This design comes from an exercise in tuning for small area on the open sky130 flow, not from production work.
In this exercise RTL edits were held to simulation tests only and were not proved equivalent to the original.

===== design/flow/flow/run.sh =====
#!/bin/bash
# Standard ORFS layout, with the smallest buffer on every port.
set -e
cp standard.sh standard_sh_copy.log
export BUFFER_PORTS_ARGS="-buffer_cell sky130_fd_sc_hd__buf_1"
bash standard.sh > standard.log 2>&1

===== design/flow/constraint.sdc =====
create_clock -name core_clock -period 5.0 [get_ports {clk}]
set_input_delay 1.0000 -clock core_clock [delete_from_list [all_inputs] [get_ports {clk}]]
set_output_delay 1.0000 -clock core_clock [all_outputs]
set_load 0.01 [all_outputs]

===== design/flow/config.mk =====
export PLATFORM = sky130hd
export DESIGN_NAME = rsp_verify_top
export DESIGN_NICKNAME = rsp_verify_top
export VERILOG_FILES = /design/flow/design.v
export SDC_FILE = /design/flow/constraint.sdc
export NUM_CORES = 4
export LEC_CHECK = 0
export CAP_MARGIN = 20
export CORE_MARGIN = 2
export CORE_UTILIZATION = 40
export SLEW_MARGIN = 20

===== design/flow/standard.sh =====
#!/bin/bash
# synth_recipe.tcl (not shown) runs the flow's synth.tcl, then flattens the netlist and writes it again
# the make line also repeats each setting of config.mk as NAME=value (left out here)
make -C /OpenROAD-flow-scripts/flow DESIGN_CONFIG=/design/flow/config.mk WORK_HOME=/design/flow/orfs CLKGATE_MAP_FILE= SYNTH_SCRIPT=/design/flow/synth_recipe.tcl "${@:-finish}"

===== design/flow/design.v =====
package rsp_verify_pkg;
  typedef logic [8*8-1:0]         data_t;
  typedef logic [8-1:0]           byte_mask_t;
  typedef logic [9-1:0]             id_t;
  typedef logic [32-1:0]        pattern_t;
  typedef logic [$clog2(8)-1:0]   byte_offset_t;
  typedef logic [2:0]                            pattern_size_t;
  typedef logic [1:0]                            resp_t;
  localparam resp_t RESP_SLVERR = 2'd2;
  typedef enum logic [3:0] {
    IDLE, START, CHECK_COUNT, START_ERROR, COLLECT_ERROR, RECORD_ERROR, PRECOMPLETE, COMPLETE
  } ctrl_state_e;
endpackage
`timescale 1ns/10ps
module rsp_verify_top
(
  input  logic                          clk,
  input  logic                          reset_n,
  input  logic                          i_enable,
  input  rsp_verify_pkg::id_t           i_nai,
  input  logic                          i_single_transaction,
  input  rsp_verify_pkg::pattern_t      i_base_pattern,
  input  rsp_verify_pkg::pattern_size_t i_pattern_size,
  input  rsp_verify_pkg::byte_mask_t    i_byte_mask,
  input  logic                          i_rvalid,
  input  rsp_verify_pkg::id_t           i_rid,
  input  rsp_verify_pkg::data_t         i_rdata,
  input  rsp_verify_pkg::resp_t         i_rresp,
  output logic                          o_rready,
  output logic                          o_busy,
  output logic                          o_record_error,
  output logic                          o_slverr_received,
  output logic                          o_error_found,
  output rsp_verify_pkg::id_t           o_error_index,
  output rsp_verify_pkg::pattern_t      o_error_expected_pattern,
  output rsp_verify_pkg::pattern_t      o_error_received_pattern,
  output rsp_verify_pkg::byte_offset_t  o_error_byte_offset
);
  localparam logic [2:0] S_IDLE    = 3'd0;
  localparam logic [2:0] S_CHECK   = 3'd1;
  localparam logic [2:0] S_SERR    = 3'd2;
  localparam logic [2:0] S_CERR1   = 3'd3;
  localparam logic [2:0] S_CERR2   = 3'd4;
  localparam logic [2:0] S_RECORD  = 3'd5;
  localparam logic [2:0] S_PRECOMP = 3'd6;
  localparam logic [2:0] S_COMP    = 3'd7;
  logic [2:0] state;
  logic       run_start;
  logic       accept;
  logic [31:0] sum;
  logic [1:0]  size_mask;
  logic [7:0]  mismatch;
  logic [2:0]  first_off;
  logic        upper;
  logic [31:0] half;
  assign sum       = i_base_pattern + {23'd0, i_rid};
  assign size_mask = {i_pattern_size[2], ~i_pattern_size[0]};
  always_comb
  begin
    for (int k = 0; k < 8; k++)
      mismatch[k] = i_byte_mask[k] &&
                    (i_rdata[8*k +: 8] != sum[8*(k[1:0] & size_mask) +: 8]);
  end
  always_comb
  begin
    first_off = '0;
    for (int k = 7; k >= 0; k--)
      if (mismatch[k])
        first_off = 3'(k);
  end
  assign upper = ~|mismatch[3:0];
  assign half  = upper ? i_rdata[63:32] : i_rdata[31:0];
  logic [2:0]  err_t;      
  logic [2:0]  slv_t;      
  logic [2:0]  done_t;     
  logic        capture;
  logic        found;
  logic        run_done;
  logic [8:0]  pend_id;
  logic [31:0] pend_exp;
  logic [2:0]  pend_off;
  logic [31:0] pend_half;
  assign accept  = i_rvalid && o_rready;
  assign capture = accept && (err_t == 3'd0);
  assign found   = (err_t == 3'd7);
  always_ff @(posedge clk)
  begin
    if (capture)
    begin
      pend_id   <= i_rid;
      pend_exp  <= sum;
      pend_off  <= first_off;
      pend_half <= half;
    end
  end
  always_ff @(posedge clk)
  begin
    if (!reset_n || run_start)
      err_t <= 3'd0;
    else if (err_t == 3'd0)
      err_t <= {2'b00, capture && (|mismatch)};
    else if (err_t != 3'd7)
      err_t <= o_rready ? err_t + 3'd1 : 3'd0;
  end
  always_ff @(posedge clk)
  begin
    if (run_start)
      slv_t <= 3'd0;
    else if (slv_t == 3'd0)
      slv_t <= {2'b00, accept && (i_rresp == rsp_verify_pkg::RESP_SLVERR)};
    else if (slv_t != 3'd7)
      slv_t <= o_rready ? slv_t + 3'd1 : 3'd0;
  end
  logic [8:0] acc_count;
  logic       enough;
  always_ff @(posedge clk)
  begin
    if (run_start)
      acc_count <= '0;
    else if (accept)
      acc_count <= acc_count + 9'd1;
  end
  assign enough = i_single_transaction ? (acc_count != '0) : (acc_count > i_nai);
  always_ff @(posedge clk)
  begin
    if (run_start)
      done_t <= 3'd0;
    else if (done_t == 3'd0)
      done_t <= {2'b00, enough};
    else if (done_t != 3'd7)
      done_t <= done_t + 3'd1;
  end
  assign run_done = (done_t == 3'd7);
  assign run_start = (state == S_IDLE) && i_enable;
  always_ff @(posedge clk)
  begin
    if (!reset_n)
      state <= S_IDLE;
    else
    begin
      case (state)
        S_IDLE:    if (i_enable) state <= S_CHECK;
        S_CHECK:
        begin
          if (found)
            state <= S_SERR;
          else if (run_done)
            state <= S_PRECOMP;
        end
        S_SERR:    state <= S_CERR1;
        S_CERR1:   state <= S_CERR2;
        S_CERR2:   state <= S_RECORD;
        S_RECORD:  state <= S_PRECOMP;
        S_PRECOMP: state <= S_COMP;
        default:   state <= S_IDLE;
      endcase
    end
  end
  always_ff @(posedge clk)
  begin
    if (!reset_n)
      o_rready <= 1'b0;
    else if (run_start)
      o_rready <= 1'b1;
    else if (run_done || state == S_COMP)
      o_rready <= 1'b0;
  end
  always_ff @(posedge clk)
  begin
    if (!reset_n || run_start)
      o_slverr_received <= 1'b0;
    else if (state == S_PRECOMP)
      o_slverr_received <= (slv_t == 3'd7);
  end
  logic [1:0]  aligned;
  logic [31:0] shifted;
  logic [31:0] recv;
  assign aligned = o_error_byte_offset[1:0] & ~size_mask;
  assign shifted = pend_half >> (8 * aligned);
  always_comb
  begin
    if (i_pattern_size[0])
      recv = {24'h0, shifted[7:0]};
    else if (i_pattern_size[1])
      recv = {16'h0, shifted[15:0]};
    else
      recv = shifted;
  end
  always_ff @(posedge clk)
  begin
    if (!reset_n)
    begin
      o_error_byte_offset      <= '0;
      o_error_received_pattern <= '0;
    end
    else
    begin
      if (state == S_SERR)
        o_error_byte_offset <= pend_off;
      if (state == S_CERR1)
        o_error_received_pattern <= recv;
    end
  end
  assign o_busy                   = (state != S_IDLE);
  assign o_record_error           = (state == S_RECORD);
  assign o_error_found            = found;
  assign o_error_index            = found ? pend_id  : '0;
  assign o_error_expected_pattern = found ? pend_exp : '0;
endmodule

==> impl_metrics.toml <==
[yosys]
syn_inst = 1057
ys_async_sr_fraction_pct = 0
synth_flop_cell = "edfxtp_1"
synth_edf_count = 76
synth-seq-cells = 134
syn-num-nets = 1220
syn_area_mm2 = 0.009742
yosys_warnings = 1
syn_avg_cell_area_um2 = 9.217
ys_types = 86
ys_seq_area_share_pct = 35.35

[routing]
vias_per_cell = 5.602
drt_pre_antenna_iters = 5
drt-initial-drc-count = 559
via_count = 9148
drc = 0
antenna_left = 0
routedWlPerCell_um = 19.58
routed_wl_mm = 31.97

[die]
core_mm2 = 0.02411
initial_core_util_pct = 40.41
num_rows = 57
die_h_um = 160.1
dieArea_mm2 = 0.02562
pin_count = 213
fp.dieW_um = 160.1

[outcome]
outcome = "finished clean"

[timing]
fin_skew_ns = 0.01614
tightest_slew_ns = 0.9885
rsz0062_at_grt = "false"
setup_ws_ns = 0.2780
relSlewSlack_pct = 33.59
layout_worst_path_cycle_share_pct = 94.44
fmax_mhz = 211.8
finalHoldViolCount = 0
holdWs_ns = 0.5140
finalSetupViolations = 0
final.min_clock_period_ns = 4.722
slew_viol_final = 0
tns_ns = 0

[global_route]
grt_use_total_pct = 24.54
first_global_vias = 8529
grt_max_degree = 45
grt_pass1_wl_mm = 48.69
antenna_found_initial = 0
grt-ovfl-total = 0

[clock_network]
cts_root_buffer = "clkbuf_16"
cts_setup_buffers = 0
ctsHoldBuffers = 0
cts_resized = 0
clock_path_buffers = 2
clkTransAtPathRegs_ns = 0.06
cts_num_sinks = 134
htreeDepth = 4
cts_tree = "built"
numCtsBuffers = 17
clk_latency_ns = 0.42

[cells_and_area]
multiInputGateArea_mm2 = 0.005862
n_antenna_cell = 0
regArea_mm2 = 0.003443
final_common_cell = "buf_1"
final_area_mm2 = 0.01186
mostFrequentLayoutCells = "buf_1, nand2_1, edfxtp_1"
fill_cells = 2407
layout.nets = 1461
drive_gt1_share_pct = 12.76
area_delta_synth_final_pct = 21.69

[worst_hold_path]
hold_path_class = "flop to flop"

[placement]
gp_congestion = 0.9374
postPlaceCellArea_mm2 = 0.01124
port_buffers = 212
dp_hpwl_mm = 25.50
dp_slack_ns = -0.1658

[setup_path]
cp.required_ns = 5.16
end_kind = "flop"
crit_chain = "buf_1 > ha_1 > a211oi_1 > o21ai_2 > a22oi_1 > o21ai_0 > and3_1 > o31ai_1 > o2111ai_1 > o41ai_2 > and3_2 > buf_12 > mux2_2"
slowest_delay_ns = 0.67
crit_arrival_ns = 4.88
critical_path.max_fanout = 18
start_kind = "input port"
slowest_stage = "a22oi_1"
crit_type = "input port to flop"

[power]
power_density_mw_per_mm2 = 273.4
ir_drop_mv = 0.1789
p_leak_nw = 4.470
totalPowerFinal_w = 0.003241

[job]
max_cap_violations = 0
## path summary, 6_finish.rpt
path / cells after the start / startpoint / endpoint / slack [ns]
max: 13 / i_base_pattern[1] / pend_half[31]$_DFFE_PP_ / 0.28
max reg2reg: 11 / acc_count[1]$_SDFFE_PP0P_ / done_t[0]$_SDFFE_PP0P_ / 2.73
min: 2 / o_error_byte_offset[2]$_SDFFE_PN0P_ / o_error_byte_offset[2]$_SDFFE_PN0P_ / 0.51
min reg2reg: 2 / o_error_byte_offset[2]$_SDFFE_PN0P_ / o_error_byte_offset[2]$_SDFFE_PN0P_ / 0.51
## worst max-delay path: cells and delay by family
family | cells | cell delay, ns
fa+ha+maj | 1 | 0.32
buf+inv | 2 | 0.30
simple gates | 2 | 0.53
compound gates | 7 | 2.38
mux | 1 | 0.35
## routing by layer
layer / share of wire [%] / vias up / track usage (%)
met5: 0 / - / 0
met4: 3.4 / 0 / 9.705
met3: 6.1 / 71 / 3.766
met2: 47 / 386 / 40.61
met1: 44 / 4308 / 32.28
li1: - / 4383 / -
## cell usage after synthesis (all sizes together) (5+ instances only)
master | count | area, µm²
a211o | 5 | 43.79
a211oi | 15 | 122.6
a21boi | 9 | 67.57
a21o | 5 | 37.54
a21oi | 30 | 153.9
a22oi | 24 | 180.2
a31oi | 9 | 56.30
and2 | 56 | 350.3
and3 | 20 | 125.1
buf | 19 | 140.1
clkbuf | 44 | 165.2
dfxtp | 58 | 1161
edfxtp | 76 | 2282
ha | 30 | 375.4
inv | 38 | 142.6
mux2 | 41 | 566.8
mux2i | 24 | 240.2
nand2 | 79 | 296.5
nand2b | 8 | 50.05
nand3 | 24 | 125.1
nand4 | 18 | 112.6
nor2 | 59 | 221.5
nor2b | 37 | 231.5
nor3 | 27 | 135.1
nor4 | 10 | 62.56
o211ai | 8 | 60.06
o21a | 15 | 112.6
o21ai | 63 | 319.1
o22ai | 8 | 50.05
o31ai | 8 | 60.06
or2 | 7 | 43.80
or3 | 12 | 75.07
or4 | 7 | 60.06
xnor2 | 52 | 455.4
xor2 | 34 | 305.3
## logic make-up after synthesis
| family | count (synthesis) | synth area share [%] |
|---|---|---|
| and+or+nand+nor | 381 | 20.88 |
| xor gates and xnor gates | 88 | 8.271 |
| DFF | 134 | 35.35 |
| buffers and inverters | 102 | 4.636 |
| AOI/OAI and AO/OA | 256 | 18.52 |
| muxes | 65 | 8.284 |
| adders and majority gates | 31 | 4.059 |
## layout make-up
type / instances / area share (%)
Multi-Input combinational cell: 821 / 49.45
Clock buffer: 23 / 4.475
Tap cell: 324 / 3.420
Timing Repair Buffer: 285 / 11.93
Clock inverter: 7 / 0.4538
Inverter: 39 / 1.235
Sequential cell: 134 / 29.04
## state kept, by name (all words and copies together), names as in the netlist
name	flops
acc_count	9
done_t	3
err_t	3
o_error_byte_offset	3
o_error_received_pattern	32
o_rready	1
o_slverr_received	1
pend_exp	32
pend_half	32
pend_id	9
pend_off	3
slv_t	3
state	3
## report_power, final
part / internal [W] / switching (W) / total, W
clock network: 0.000749 / 0.000495 / 0.00124
logic: 0.000320 / 0.000435 / 0.000755
registers: 0.00122 / 0.0000244 / 0.00124
total: 0.00229 / 0.000955 / 0.00324
## stage by stage
| step | std cells | util, % |
|---|---|---|
| floorplan | 1057 | - |
| global placement | 1602 | 46.64 |
| detailed placement | 1602 | 46.64 |
| CTS | 1632 | 49.07 |
| global route | 1633 | 49.18 |
| finish | 1633 | 49.18 |

static timing again, ports no longer ideal:
In the flow no input, the clock included, has a driving cell. The finished layout below was timed again as built, in two steps.
Step 1, drivers: a clkbuf_16 drives clk and a buf_2 each remaining input, both assumed.
Step 2 moves the port delays by t, midway between the first and last clock arrival at a register: inputs arrive t later, outputs are due t later. That takes back most of the time a late clock gives input paths.
Three values: no drivers, after step 1, after step 2; two values: the first two.
shift t [ns]: 0.467
slack for setup (ns): 0.278 / 0.307 / -0.160
slew at the worst register clock pin (ns): 0.07 / 0.07
worst data-port slew with drivers (ns): 0.07
pins driven straight from the clock port: 1
With both steps, setup timing fails in this run, where it was met with ideal ports. The setup slack of this run moves by +0.029 ns with the drivers and by -0.438 ns with both steps.
